This is an optimization exercise on Yosys and OpenROAD, whose aim is small area, not a production implementation.
Function was checked by simulation only, so behaviour that the tests miss may differ from the original.
No activity file was given, so power comes from the tool's default toggle rates.

**design.v**
```verilog
module shared_serpar_buf #(
    parameter int W_BLK = 128,
    parameter int N_ST  = 2,
    parameter int N_TK  = 5
) (
    input  logic                           clk,
    input  logic                           rst,
    input  logic [7:0]                     in_data,
    input  logic                           in_valid,
    output logic                           in_ready,
    output logic [7:0]                     out_data,
    output logic                           out_valid,
    input  logic                           out_ready,
    input  logic [W_BLK*(N_ST+N_TK)-1:0]   data_core,
    input  logic                           cap_st,
    input  logic                           cap_tk,
    input  logic                           start_rd,
    input  logic                           clr,
    output logic [W_BLK*(N_ST+N_TK)-1:0]   bfr,
    output logic                           full
);
    localparam int TOT       = W_BLK * (N_ST + N_TK);
    localparam int NBYTES    = TOT / 8;
    localparam int OUT_BYTES = N_ST * W_BLK / 8;
    localparam int ST_LO     = N_TK * W_BLK;
    localparam int CW        = $clog2(NBYTES + 1);
    logic           s_empty, s_full, s_unload;
    logic [CW-1:0]  cnt;
    logic           zap;
    logic [TOT-1:0] bfr_n;    
    assign in_ready  = s_empty;
    assign full      = s_full;
    assign out_valid = s_unload;
    assign bfr       = ~bfr_n & {TOT{~zap}};
    assign out_data  = bfr[TOT-1 -: 8];
    wire ld   = s_empty & in_valid;
    wire ul   = s_unload & out_ready;
    wire shf  = ~clr & (ld | ul);
    wire c_st = ~clr & s_full & cap_st;
    wire c_tk = ~clr & s_full & cap_tk;
    wire h_st = ~clr & ~shf & ~c_st;
    wire h_tk = ~clr & ~shf & ~c_tk;
    wire [7:0] in_b = in_data & {8{s_empty}};
    wire [TOT-1:0] prev = {bfr[TOT-9:0], in_b};
    wire [TOT-1:0] sel_c = {{(TOT-ST_LO){c_st}}, {ST_LO{c_tk}}};
    wire [TOT-1:0] sel_h = {{(TOT-ST_LO){h_st}}, {ST_LO{h_tk}}};
    logic [TOT-1:0] nxt_n;
    for (genvar i = 0; i < TOT; i++) begin : g_bit
        shared_serpar_buf_aoi u_aoi (
            .s(shf), .p(prev[i]), .c(sel_c[i]), .d(data_core[i]), .h(sel_h[i]), .q(bfr[i]),
            .y(nxt_n[i])
        );
    end
    always_ff @(posedge clk)
        bfr_n <= nxt_n;
    always_ff @(posedge clk or posedge rst) begin
        if (rst) zap <= 1'b1;
        else     zap <= 1'b0;
    end
    wire ld_last = cnt == CW'(NBYTES - 1);
    wire ul_last = cnt == CW'(OUT_BYTES - 1);
    wire go      = s_full & start_rd & ~cap_st & ~cap_tk;
    always_ff @(posedge clk or posedge rst) begin
        if (rst) begin
            s_empty  <= 1'b1;
            s_full   <= 1'b0;
            s_unload <= 1'b0;
            cnt      <= '0;
        end else if (clr) begin
            s_empty  <= 1'b1;
            s_full   <= 1'b0;
            s_unload <= 1'b0;
            cnt      <= '0;
        end else begin
            if (ld) begin
                cnt <= ld_last ? '0 : cnt + CW'(1);
                if (ld_last) begin
                    s_empty <= 1'b0;
                    s_full  <= 1'b1;
                end
            end
            if (go) begin
                s_full   <= 1'b0;
                s_unload <= 1'b1;
                cnt      <= '0;
            end
            if (ul) begin
                cnt <= ul_last ? '0 : cnt + CW'(1);
                if (ul_last) begin
                    s_unload <= 1'b0;
                    s_empty  <= 1'b1;
                end
            end
        end
    end
endmodule
module shared_serpar_buf_aoi (
    input  logic s, p, c, d, h, q,
    output logic y
);
    assign y = ~((s & p) | (c & d) | (h & q));
endmodule
```
**flow/run.sh**
```bash
#!/bin/bash
# Standard ORFS layout, with the port buffers made from the smallest buffer cell
# and the pins placed one track apart (the default is two) so they fit on the die edge.
set -euo pipefail
bash standard.sh \
  BUFFER_PORTS_ARGS="-buffer_cell sky130_fd_sc_hd__buf_1" \
  PLACE_PINS_ARGS="-min_distance 1 -min_distance_in_tracks" \
  finish > standard_flow.log 2>&1
```
**standard.sh**
```bash
#!/bin/bash
# synth_recipe.tcl (not shown) runs the flow's synth.tcl, then flattens the netlist and writes it again
# the make line also repeats each setting of config.mk as NAME=value (left out here)
make -C /OpenROAD-flow-scripts/flow DESIGN_CONFIG=/design/flow/config.mk WORK_HOME=/design/flow/orfs CLKGATE_MAP_FILE= SYNTH_SCRIPT=/design/flow/synth_recipe.tcl "${@:-finish}"
```
**config.mk**
```make
export PLATFORM = sky130hd
export DESIGN_NAME = shared_serpar_buf
export DESIGN_NICKNAME = shared_serpar_buf
export VERILOG_FILES = /design/flow/design.v
export SDC_FILE = /design/flow/constraint.sdc
export NUM_CORES = 4
export LEC_CHECK = 0
export CAP_MARGIN = 20
export CELL_PAD_IN_SITES_DETAIL_PLACEMENT = 1
export CELL_PAD_IN_SITES_GLOBAL_PLACEMENT = 1
export CORE_AREA = 5 5 395 395
export CTS_CLUSTER_DIAMETER = 80
export CTS_CLUSTER_SIZE = 25
export DIE_AREA = 0 0 400 400
export PLACE_DENSITY = 0.45
export SLEW_MARGIN = 20
export SYNTH_HIERARCHICAL = 1
export SYNTH_MINIMUM_KEEP_SIZE = 0
```
**constraint.sdc**
```tcl
create_clock -name core_clock -period 5.0 [get_ports {clk}]
set_input_delay 1.0000 -clock core_clock [delete_from_list [all_inputs] [get_ports {clk}]]
set_output_delay 1.0000 -clock core_clock [all_outputs]
set_load 0.01 [all_outputs]
```
==> metrics.yaml, run 1 <==
cts:
  clkSinkCount: 907
  post_cts_resized: 0
  post-cts-setup-buffer-count: 0
  htree_levels: 3
  clock_path_buffers: 3
  cts_buffers: 74
  cts_root_buffer: "clkbuf_16"
  ctsHoldBuffers: 0
global_route:
  grt_pass1_vias: 40700
  grt_pass1_wl_mm: 307
  grt_max_degree: 199
  grt-ovfl-total: 2
  grt_usage_pct: 26.7
synthesis:
  synth_top_cell_area_share_pct: 56.8
  synth_area_leader_cell: "dfxtp_1"
  yosysUniqueCellTypes: 44
  synth-async-reset-ratio_pct: 1.21
  ys_seq_area_share_pct: 57.7
  syn-num-nets: 3794
  synth_common_cells: "901 x nor2_1, 896 x a222oi_1, 896 x dfxtp_1, 73 x buf_2, 25 x clkbuf_1"
  synthTopCellsByArea: "dfxtp_1 57%, a222oi_1 28%, nor2_1 11%"
  syn-cell-area_sq_um: 31600
  synth_edf_count: 0
  ys_seq_elements: 907
  synth_cells: 2881
  synth_ff_type: "dfxtp_1"
  syn_avg_cell_area_sq_um: 11.0
  ys.warnings.count: 7
  yosysMostFrequentCell: "nor2_1"
run_status:
  lastStage: "5_1_grt"
  error: "[ERROR GRT-0116] Global routing finished with congestion. Check the congestion regions in the DRC Viewer."
  status: "aborted with a tool error"
floorplan:
  ioPinCount: 1819
  std_cell_rows: 143
  start_util_pct: 20.8
  die_h_um: 400
  die_w_um: 400
placement:
  dpl.hpwl_mm: 174
  io_buffers: 1818
  placed_area_sq_um: 41300
  routabilityCongestion: 0.926
## power groups by stage
stage               Sequential [W]  Combinational, W  Clock [W]
floorplan                  0.00740          0.000273          0
global placement           0.00741          0.000786          0
detailed placement         0.00741          0.000781          0
CTS                        0.00724          0.000785    0.00698
## Yosys stat by module (local to each module, per instance)
| module | flip-flops and latches | area (sq um) | cells inside |
|---|---|---|---|
| shared_serpar_buf | 907 | 22600 | 1985 |
| shared_serpar_buf_aoi | 0 | 10.0 | 1 |
## cell families after synthesis
logic type      after synthesis  share of synthesized area [%]
compound gates              922                           29.0
xor+xnor                      1                         0.0277
fa+ha+maj                     1                         0.0396
buf+inv                     114                           1.76
flops                       907                           57.7
other cells                   1                         0.0119
simple gates                935                           11.4
## how the worst max path moves through the flow
stage | startpoint | end | slack, ns | depth (start not counted)
4_1_cts | zap | out_data[0] | 0.92 | 3
3_5_place_dp | clr | bfr_n[562] | 1.31 | 6
3_3_place_gp | clr | bfr_n[615] | 1.35 | 6
2_1_floorplan | clr | bfr_n[0] | -24.48 | 4
## stage by stage
step	hold WS, ns	utilization (%)	setup slack (ns)	std cells
detailed placement	0.499	27.2	1.31	6676
CTS	0.241	29.0	0.918	6812
global placement	0.495	27.2	1.35	6676
floorplan	0.473	-	-24.48	2881
## layer usage
metal | GRT overflow | track usage [%]
met1 | 0 | 26.3
met2 | 2 | 41.9
met3 | 0 | 12.1
met4 | 0 | 25.0
met5 | 0 | 0.246
==> inputs of run 2 (changes only) <==
--- a/design.v
+++ b/design.v
@@ -57,9 +57,13 @@
         if (rst) zap <= 1'b1;
         else     zap <= 1'b0;
     end
-    wire ld_last = cnt == CW'(NBYTES - 1);
-    wire ul_last = cnt == CW'(OUT_BYTES - 1);
+    wire [CW-1:0] cnt_step = {cnt[CW-2:0], ~(cnt[CW-1] ^ cnt[CW-2])};
+    localparam logic [CW-1:0] LD_LAST = 7'd70;
+    localparam logic [CW-1:0] UL_LAST = 7'd6;
+    wire ld_last = cnt == LD_LAST;
+    wire ul_last = cnt == UL_LAST;
     wire go      = s_full & start_rd & ~cap_st & ~cap_tk;
+    wire last    = s_empty ? ld_last : ul_last;
     always_ff @(posedge clk or posedge rst) begin
         if (rst) begin
             s_empty  <= 1'b1;
@@ -72,24 +76,18 @@
             s_unload <= 1'b0;
             cnt      <= '0;
         end else begin
-            if (ld) begin
-                cnt <= ld_last ? '0 : cnt + CW'(1);
-                if (ld_last) begin
-                    s_empty <= 1'b0;
-                    s_full  <= 1'b1;
-                end
+            if (ld | ul) cnt <= last ? '0 : cnt_step;
+            if (ld & ld_last) begin
+                s_empty <= 1'b0;
+                s_full  <= 1'b1;
             end
             if (go) begin
                 s_full   <= 1'b0;
                 s_unload <= 1'b1;
-                cnt      <= '0;
             end
-            if (ul) begin
-                cnt <= ul_last ? '0 : cnt + CW'(1);
-                if (ul_last) begin
-                    s_unload <= 1'b0;
-                    s_empty  <= 1'b1;
-                end
+            if (ul & ul_last) begin
+                s_unload <= 1'b0;
+                s_empty  <= 1'b1;
             end
         end
     end
==> flow/run.sh (replaced) <==
#!/bin/bash
# Standard ORFS layout, with the port buffers made from the smallest buffer cell.
set -euo pipefail
bash standard.sh \
  BUFFER_PORTS_ARGS="-buffer_cell sky130_fd_sc_hd__buf_1" \
  finish > standard_flow.log 2>&1
--- a/config.mk
+++ b/config.mk
@@ -8,10 +8,10 @@
 export CAP_MARGIN = 20
 export CELL_PAD_IN_SITES_DETAIL_PLACEMENT = 1
 export CELL_PAD_IN_SITES_GLOBAL_PLACEMENT = 1
-export CORE_AREA = 5 5 395 395
+export CORE_AREA = 5 5 515 515
 export CTS_CLUSTER_DIAMETER = 80
 export CTS_CLUSTER_SIZE = 25
-export DIE_AREA = 0 0 400 400
+export DIE_AREA = 0 0 520 520
 export PLACE_DENSITY = 0.45
 export SLEW_MARGIN = 20
 export SYNTH_HIERARCHICAL = 1
==> run 2 against run 1 <==
Area after synthesis shrank 0.67%. Synthesized cell count shrank 0.97%. Now clean on timing, DRC and antenna.
==> metrics.yaml, run 2 <==
synthesis:
  synth_common_cells: "899 x nor2_1, 896 x a222oi_1, 896 x dfxtp_1, 57 x buf_2, 41 x clkbuf_1"  # was 901 x nor2_1, 896 x a222oi_1, 896 x dfxtp_1, 73 x buf_2, 25 x clkbuf_1
  yosysUniqueCellTypes: 31  # was 44
  synth_top_cell_area_share_pct: 57.2  # was 56.8%
  ys.warnings.count: 7  # unchanged
  synth-async-reset-ratio_pct: 1.21  # unchanged
  synth_ff_type: "dfxtp_1"  # unchanged
  ys_seq_elements: 907  # unchanged
  yosysMostFrequentCell: "nor2_1"  # unchanged
  syn-cell-area_sq_um: 31400  # was 31600 sq um
  synth_area_leader_cell: "dfxtp_1"  # unchanged
  synth_cells: 2853  # was 2881
  synth_edf_count: 0  # unchanged
  synthTopCellsByArea: "dfxtp_1 57%, a222oi_1 29%, nor2_1 11%"  # was dfxtp_1 57%, a222oi_1 28%, nor2_1 11%
  ys_seq_area_share_pct: 58.1  # was 57.7%
  syn_avg_cell_area_sq_um: 11.0  # about the same
  syn-num-nets: 3765  # was 3794
cts:
  clk_pin_slew_ns: 0.10
  htree_levels: 3  # unchanged
  cts_buffers: 89  # was 74
  ctsHoldBuffers: 0  # unchanged
  post-cts-setup-buffer-count: 0  # unchanged
  cts_tree: "yes"
  clock_path_buffers: 3  # unchanged
  cts_root_buffer: "clkbuf_16"  # unchanged
  clk_latency_ns: 0.78
  clkSinkCount: 907  # unchanged
  post_cts_resized: 0  # unchanged
cells_and_area:
  top_regs: "bfr_n: 896 flops, cnt: 7 flops"
  final_cell_mix: "1817 x buf_1, 896 x a222oi_1, 896 x dfxtp_1"
  syn2layout_area_growth_pct: 48.4
  layout_commonest_cell: "buf_1"
  largest_reg_flops: 896
  final_layout_size_suffix_gt1_share_pct: 5.91
  nNetsFinal: 5662
  regMostFlops: "bfr_n"
hold_path:
  worstHoldPathType: "in -> reg"
sta:
  finalSetupTns_ns: 0
  finalSetupViolations: 0
  slew-limit-headroom_pct: 14.1
  fin_crit_ns: 4.37
  skew_ns: 0.0724
  worst_pin_slew_ns: 1.29
  rsz0062_at_grt: "false"
  drv_slew: 0
  fin_crit_sh_pct: 87.5
  final_hold_viol_count: 0
  setup_ws_ns: 0.625
  max_clock_freq_mhz: 229
setup_path:
  cp-start-kind: "register"
  critPathMaxFanout: 69
  cp-end-kind: "output port"
  cp_data_required_time_ns: 4.00
  critical_path_class: "reg -> out"
  arrival_ns: 3.37
power:
  combPwrFrac_pct: 6.3
  seqPwrFrac_pct: 44.8
  p_sw_share_pct: 29.7
  power.density_nw_per_um2: 347
  leakagePower_nw: 14.7
  power.internal_w: 0.0114
  p_sw_w: 0.00479
  irDropWorstVdd_mv: 0.259
  power_frac_clock_pct: 48.9
floorplan:
  start_util_pct: 12.1  # was 20.8%
  fp.coreArea_sq_um: 259000
  die_area_sq_um: 270000
  die_h_um: 520  # was 400 um
  ioPinCount: 1819  # unchanged
  std_cell_rows: 187  # was 143
  die_w_um: 520  # was 400 um
placement:
  io_buffers: 1818  # unchanged
  pre_cts_slack_ns: 1.13  # was 1.31 ns
  routabilityCongestion: 1.06  # was 0.926
  dpl.hpwl_mm: 282  # was 174 mm
detailed_routing:
  postRouteAntennaNets: 0
  vias: 40500
  post_drt_wl_per_cell_um: 41.0
  routed_wl_mm: 339
  drt_iter0_drc: 9033
  route.detailed.drc: 0
  vias_per_cell: 4.89
  drt-pass1-iter-count: 10
global_route:
  grt_pass1_vias: 37800
  grt-ovfl-total: 0
  antenna_found_initial: 167
  grt_pass1_wl_mm: 425
  grt_usage_pct: 23.5
  grt_max_degree: 159
run_status:
  status: "complete, no violations"  # was aborted with a tool error
run:
  cap_violations: 0
-- run 2: changes by cell type after synthesis, moves of 3 or more --
cell / before / now
o211ai_1: 4 / 0
nand2_1: 8 / 4
buf_2: 73 / 57
a22o_1: 1 / 5
nor2b_1: 0 / 3
clkbuf_1: 25 / 41
o21ai_1: 5 / 0
-- run 2: cell type report --
class                           instances  area (sq um)
Inverter                                1          3.75
Tap cell                             3402          4260
Clock inverter                         72          1020
Timing Repair Buffer                 1916          7980
Fill cell                           30800        213000
Multi-Input combinational cell       1835         12700
Sequential cell                       907         18200
Clock buffer                           94          2270
Antenna cell                           45           113
-- run 2: power groups by stage --
stage	Clock, W	Sequential [W]	Combinational (W)
after floorplan	0	0.00740	0.000267
after global placement	0	0.00741	0.00100
after detailed placement	0	0.00741	0.000997
after CTS	0.00814	0.00724	0.00100
after global routing	0.00835	0.00724	0.00105
final	0.00789	0.00724	0.00102
-- run 2: final timing paths --
check                               from           to  slack [ns]  cells past startpoint
min in group asynchronous            rst     s_unload        0.50                      2
max in group asynchronous            rst          zap        4.13                      2
max                                  zap  out_data[4]        0.63                      4
max reg2reg                      s_empty   bfr_n[244]        1.81                      5
min reg2reg                       cnt[1]       cnt[2]        0.51                      1
min                        data_core[76]    bfr_n[76]        0.40                      2
-- run 2: modules after synthesis, one instance, submodules excluded --
module / times used / cells / area [sq um] / flip-flops and latches
shared_serpar_buf: 1 / 1957 / 22400 / 907
shared_serpar_buf_aoi: 896 / 1 / 10.0 / 0
-- run 2: kinds of logic (layout without fill, tap and decap cells) --
family / Yosys count / count (layout) / share of synthesized area [%]
flops: 907 / 907 / 58.1
simple gates: 925 / 925 / 11.3
other cells: 1 / 46 / 0.0120
buf+inv: 111 / 2083 / 1.65
compound gates: 909 / 909 / 29.0
-- run 2: stage by stage --
stage / utilization, % / std cells / hold slack [ns] / total power, W / cell area [sq um]
2_1_floorplan: - / 2853 / 0.474 / 0.00766 / 31400
3_3_place_gp: 16.6 / 8060 / 0.504 / 0.00841 / 43100
3_5_place_dp: 16.6 / 8061 / 0.504 / 0.00840 / 43200
4_1_cts: 17.9 / 8227 / 0.279 / 0.0164 / 46400
5_1_grt: 17.9 / 8244 / 0.334 / 0.0166 / 46500
6_report: 18.0 / 8272 / 0.398 / 0.0161 / 46600
-- run 2: routing by layer --
| metal | part of all wire, % | GRT usage (%) |
|---|---|---|
| met5 | 0.18 | 0 |
| met2 | 48 | 39.3 |
| met4 | 4.9 | 10.5 |
| met3 | 9.9 | 7.50 |
| met1 | 37 | 27.5 |
-- run 2: worst max-delay path: stages, from the launching register on --
cell and delay, ns:
dfstp_4 1.02, buf_12 0.35, buf_12 0.35, nor2_1 0.20, buf_1 0.51
==> inputs of run 3 (changes only) <==
==> config.mk (replaced) <==
export PLATFORM = sky130hd
export DESIGN_NAME = shared_serpar_buf
export DESIGN_NICKNAME = shared_serpar_buf
export VERILOG_FILES = /design/flow/design.v
export SDC_FILE = /design/flow/constraint.sdc
export NUM_CORES = 4
export LEC_CHECK = 0
export CAP_MARGIN = 10
export CELL_PAD_IN_SITES_DETAIL_PLACEMENT = 1
export CELL_PAD_IN_SITES_GLOBAL_PLACEMENT = 1
export CORE_AREA = 5 5 515 515
export CTS_CLUSTER_DIAMETER = 100
export CTS_CLUSTER_SIZE = 30
export DIE_AREA = 0 0 520 520
export PLACE_DENSITY = 0.45
export SLEW_MARGIN = 10
export SYNTH_HIERARCHICAL = 1
export SYNTH_MINIMUM_KEEP_SIZE = 0
==> run 3 against run 2 <==
First-iteration DRC count down 4.6%. Utilization down 0.29 points. Cell count down 0.48%. Wire length down 0.11%. Area after synthesis unchanged. Clock power down 15%. Highest routed layer unchanged.
==> metrics.yaml, run 3 <==
run_status:
  status: "complete, no violations"  # unchanged
power:
  irDropWorstVdd_mv: 0.221  # was 0.259 mV
  power_w: 0.0150  # was 0.0161 W
  power.density_nw_per_um2: 327  # was 347 nW/um^2
  leakagePower_nw: 14.4  # was 14.7 nW
sta:
  finalSetupViolations: 0  # unchanged
  skew_ns: 0.0637  # was 0.0724 ns
  slew-limit-headroom_pct: 19.0  # was 14.1%
  rsz0062_at_grt: "false"  # unchanged
  max_clock_freq_mhz: 232  # was 229 MHz
  finalSetupTns_ns: 0  # unchanged
  hold_slack_ns: 0.421  # was 0.398 ns
  drv_slew: 0  # unchanged
  final_hold_viol_count: 0  # unchanged
  fin_crit_ns: 4.30  # was 4.37 ns
  fin_crit_sh_pct: 86.0  # was 87.5%
  worst_pin_slew_ns: 1.21  # was 1.29 ns
synthesis:
  yosysMostFrequentCell: "nor2_1"  # unchanged
  synth-async-reset-ratio_pct: 1.21  # unchanged
  ys_seq_elements: 907  # unchanged
  ys_seq_area_share_pct: 58.1  # unchanged
  synthTopCellsByArea: "dfxtp_1 57%, a222oi_1 29%, nor2_1 11%"  # unchanged
  syn_avg_cell_area_sq_um: 11.0  # unchanged
  synth_ff_type: "dfxtp_1"  # unchanged
  syn-cell-area_sq_um: 31400  # unchanged
  synth_top_cell_area_share_pct: 57.2  # unchanged
  synth_edf_count: 0  # unchanged
  yosysUniqueCellTypes: 31  # unchanged
  syn-num-nets: 3765  # unchanged
  synth_cells: 2853  # unchanged
  synth_area_leader_cell: "dfxtp_1"  # unchanged
  ys.warnings.count: 7  # unchanged
  synth_common_cells: "899 x nor2_1, 896 x a222oi_1, 896 x dfxtp_1, 57 x buf_2, 41 x clkbuf_1"  # unchanged
cells_and_area:
  syn2layout_area_growth_pct: 46.1  # was 48.4%
  final_layout_size_suffix_gt1_share_pct: 4.96  # was 5.91%
  nNetsFinal: 5640  # was 5662
  utilization_pct: 17.7  # was 18.0%
  design_area_sq_um: 45800  # was 46600 sq um
  layout_commonest_cell: "buf_1"  # unchanged
  final_cell_mix: "1818 x buf_1, 896 x a222oi_1, 896 x dfxtp_1"  # was 1817 x buf_1, 896 x a222oi_1, 896 x dfxtp_1
  regMostFlops: "bfr_n"  # unchanged
  largest_reg_flops: 896  # unchanged
  top_regs: "bfr_n: 896 flops, cnt: 7 flops"  # unchanged
cts:
  clkSinkCount: 907  # unchanged
  post_cts_resized: 0  # unchanged
  clk_latency_ns: 0.74  # was 0.78 ns
  cts_buffers: 67  # was 89
  cts_root_buffer: "clkbuf_16"  # unchanged
  clock_path_buffers: 3  # unchanged
  post-cts-setup-buffer-count: 0  # unchanged
  clk_pin_slew_ns: 0.12  # was 0.10 ns
  ctsHoldBuffers: 0  # unchanged
  cts_tree: "yes"  # unchanged
  htree_levels: 3  # unchanged
setup_path:
  cp-start-kind: "register"  # unchanged
  path_cells: "buf_12 > buf_12 > nor2_1 > buf_1"  # unchanged
  cpPeakStageDelay_ns: 0.87  # was 1.02 ns
  arrival_ns: 3.30  # was 3.37 ns
  crit_buf_inv: 3  # unchanged
  crit_top_cell: "buf_12"  # unchanged
  critical_path_class: "reg -> out"  # unchanged
  critPathSlowestCell: "buf_1"  # was dfstp_4
  critPathMaxFanout: 69  # unchanged
  cp_data_required_time_ns: 4.00  # about the same
  r2r_cells: 5  # unchanged
  cp-end-kind: "output port"  # unchanged
  reg2reg_from: "s_empty"  # unchanged
  worst_r2r_endpoint: "bfr_n[400]"  # was bfr_n[244]
  path_delay_family: "buffers and inverters"  # unchanged
  rrSetupSlack_ns: 1.84  # was 1.81 ns
floorplan:
  die_h_um: 520  # unchanged
  start_util_pct: 12.1  # unchanged
  fp.coreArea_sq_um: 259000  # unchanged
  die_w_um: 520  # unchanged
  std_cell_rows: 187  # unchanged
  die_area_sq_um: 270000  # unchanged
  ioPinCount: 1819  # unchanged
detailed_routing:
  drt-pass1-iter-count: 11  # was 10
  post_drt_wl_per_cell_um: 41.2  # was 41.0 um
  routed_wl_mm: 339  # about the same
  vias: 40200  # was 40500
  drt_iter0_drc: 8621  # was 9033
  route.detailed.drc: 0  # unchanged
  postRouteAntennaNets: 0  # unchanged
  vias_per_cell: 4.88  # was 4.89
global_route:
  grt-ovfl-total: 0  # unchanged
  antenna_found_initial: 177  # was 167
  grt_pass1_vias: 37400  # was 37800
  grt_max_degree: 159  # unchanged
  grt_pass1_wl_mm: 424  # was 425 mm
  grt_usage_pct: 23.5  # about the same
run:
  cap_violations: 0  # unchanged
hold_path:
  worstHoldPathType: "in -> reg"  # unchanged
  min_to: "bfr_n[497]"  # was bfr_n[76]
  min-delay-start: "data_core[497]"  # was data_core[76]
  min_path_cells: 2  # unchanged
placement:
  routabilityCongestion: 1.06  # unchanged
  io_buffers: 1818  # unchanged
  dpl.hpwl_mm: 282  # about the same
  placed_area_sq_um: 43100  # was 43200 sq um
-- run 3: cell count changes in the layout (fill, tap and decap cells not counted), sizes merged --
| cell | delta |
|---|---|
| clkbuf | -24 |
| clkinv | -10 |
| clkinvlp | -5 |
| diode | +4 |
| bufinv | -3 |
| inv | -3 |
| buf | +1 |
-- run 3: worst max-delay path by stage --
stage / start / endpoint / slack (ns) / cells past startpoint
6_report: zap / out_data[2] / 0.70 / 4
5_1_grt: zap / out_data[3] / 0.52 / 4
4_1_cts: zap / bfr[743] / 0.53 / 4
3_5_place_dp: in_valid / bfr_n[400] / 1.14 / 6
3_3_place_gp: in_valid / bfr_n[400] / 1.19 / 6
2_1_floorplan: clr / bfr_n[0] / -24.84 / 4
-- run 3: worst reg2reg max path, delay by kind of cell, from the launching register on --
kind | cells | cell delay (ns)
buffers and inverters | 2 | 0.80
AO/OA/AOI/OAI | 2 | 0.87
flip-flops | 1 | 0.48
AND/OR/NAND/NOR | 1 | 0.80
-- run 3: cell families (layout without fill, tap and decap cells) --
| group | count (synthesis) | after routing | share of synthesized area, % |
|---|---|---|---|
| and+or+nand+nor | 925 | 925 | 11.3 |
| other | 1 | 50 | 0.0120 |
| DFF | 907 | 907 | 58.1 |
| buffers and inverters | 111 | 2039 | 1.65 |
| AOI/OAI and AO/OA | 909 | 909 | 29.0 |
-- run 3: per-module statistics from Yosys (local to each module, per instance) --
| module | flip-flops and latches | cells |
|---|---|---|
| shared_serpar_buf | 907 | 1957 |
| shared_serpar_buf_aoi | 0 | 1 |
-- run 3: area by class of cell --
cell class / count / area (sq um)
diodes: 49 / 123
clock buffers: 71 / 1720
clock inverters: 51 / 823
fillers: 30800 / 213000
inverters: 1 / 3.75
multi-input cells: 1835 / 12700
flip-flops and latches: 907 / 18200
well taps: 3402 / 4260
repair buffers: 1916 / 7980
-- run 3: per-layer routing --
metal	track usage, %	share of wire (%)	vias to the layer above
li1	-	-	16200
met1	27.3	37	20600
met2	39.3	48	2749
met3	7.83	10	568
met4	10.2	4.8	114
met5	0	0.21	-
-- run 3: where the power goes --
group	internal, W	switching [W]
clock network	0.00297	0.00375
registers	0.00723	0.0000110
logic	0.000240	0.000783
-- run 3: through the flow --
| step | instances | setup slack (ns) |
|---|---|---|
| final | 8232 | 0.699 |
| after floorplan | 2853 | -24.84 |
| after detailed placement | 8061 | 1.14 |
| after global routing | 8198 | 0.524 |
| after global placement | 8060 | 1.19 |
| after CTS | 8183 | 0.534 |

## separate check: timing with driven ports
How much do the figures lean on ideal ports? The routed layouts below were timed once more, with nothing changed but the port constraints. Step 1: set_driving_cell puts a clkbuf_16 on clk and a buf_2 on each other input, an assumption about the parent block. Step 2 times the ports against the registers' clock, not the clock port: input delays grow and output delays shrink by t, the midpoint of the rising clock arrivals with the driver on. Slacks: ideal / step 1 / step 2; pairs: ideal / step 1.
| run | t (ns) | slack for setup (ns) | hold slack, ns | worst setup path at the end | worst slew at a driven data input, ns |
|---|---|---|---|---|---|
| run 2 | 0.837 | 0.625 / 0.522 / 1.020 | 0.398 / 0.330 / 0.512 | input to register | 0.34 |
| run 3 | 0.820 | 0.699 / 0.592 / 1.074 | 0.421 / 0.354 / 0.496 | input to register | 0.32 |
After both steps setup and hold are still met in every run listed.
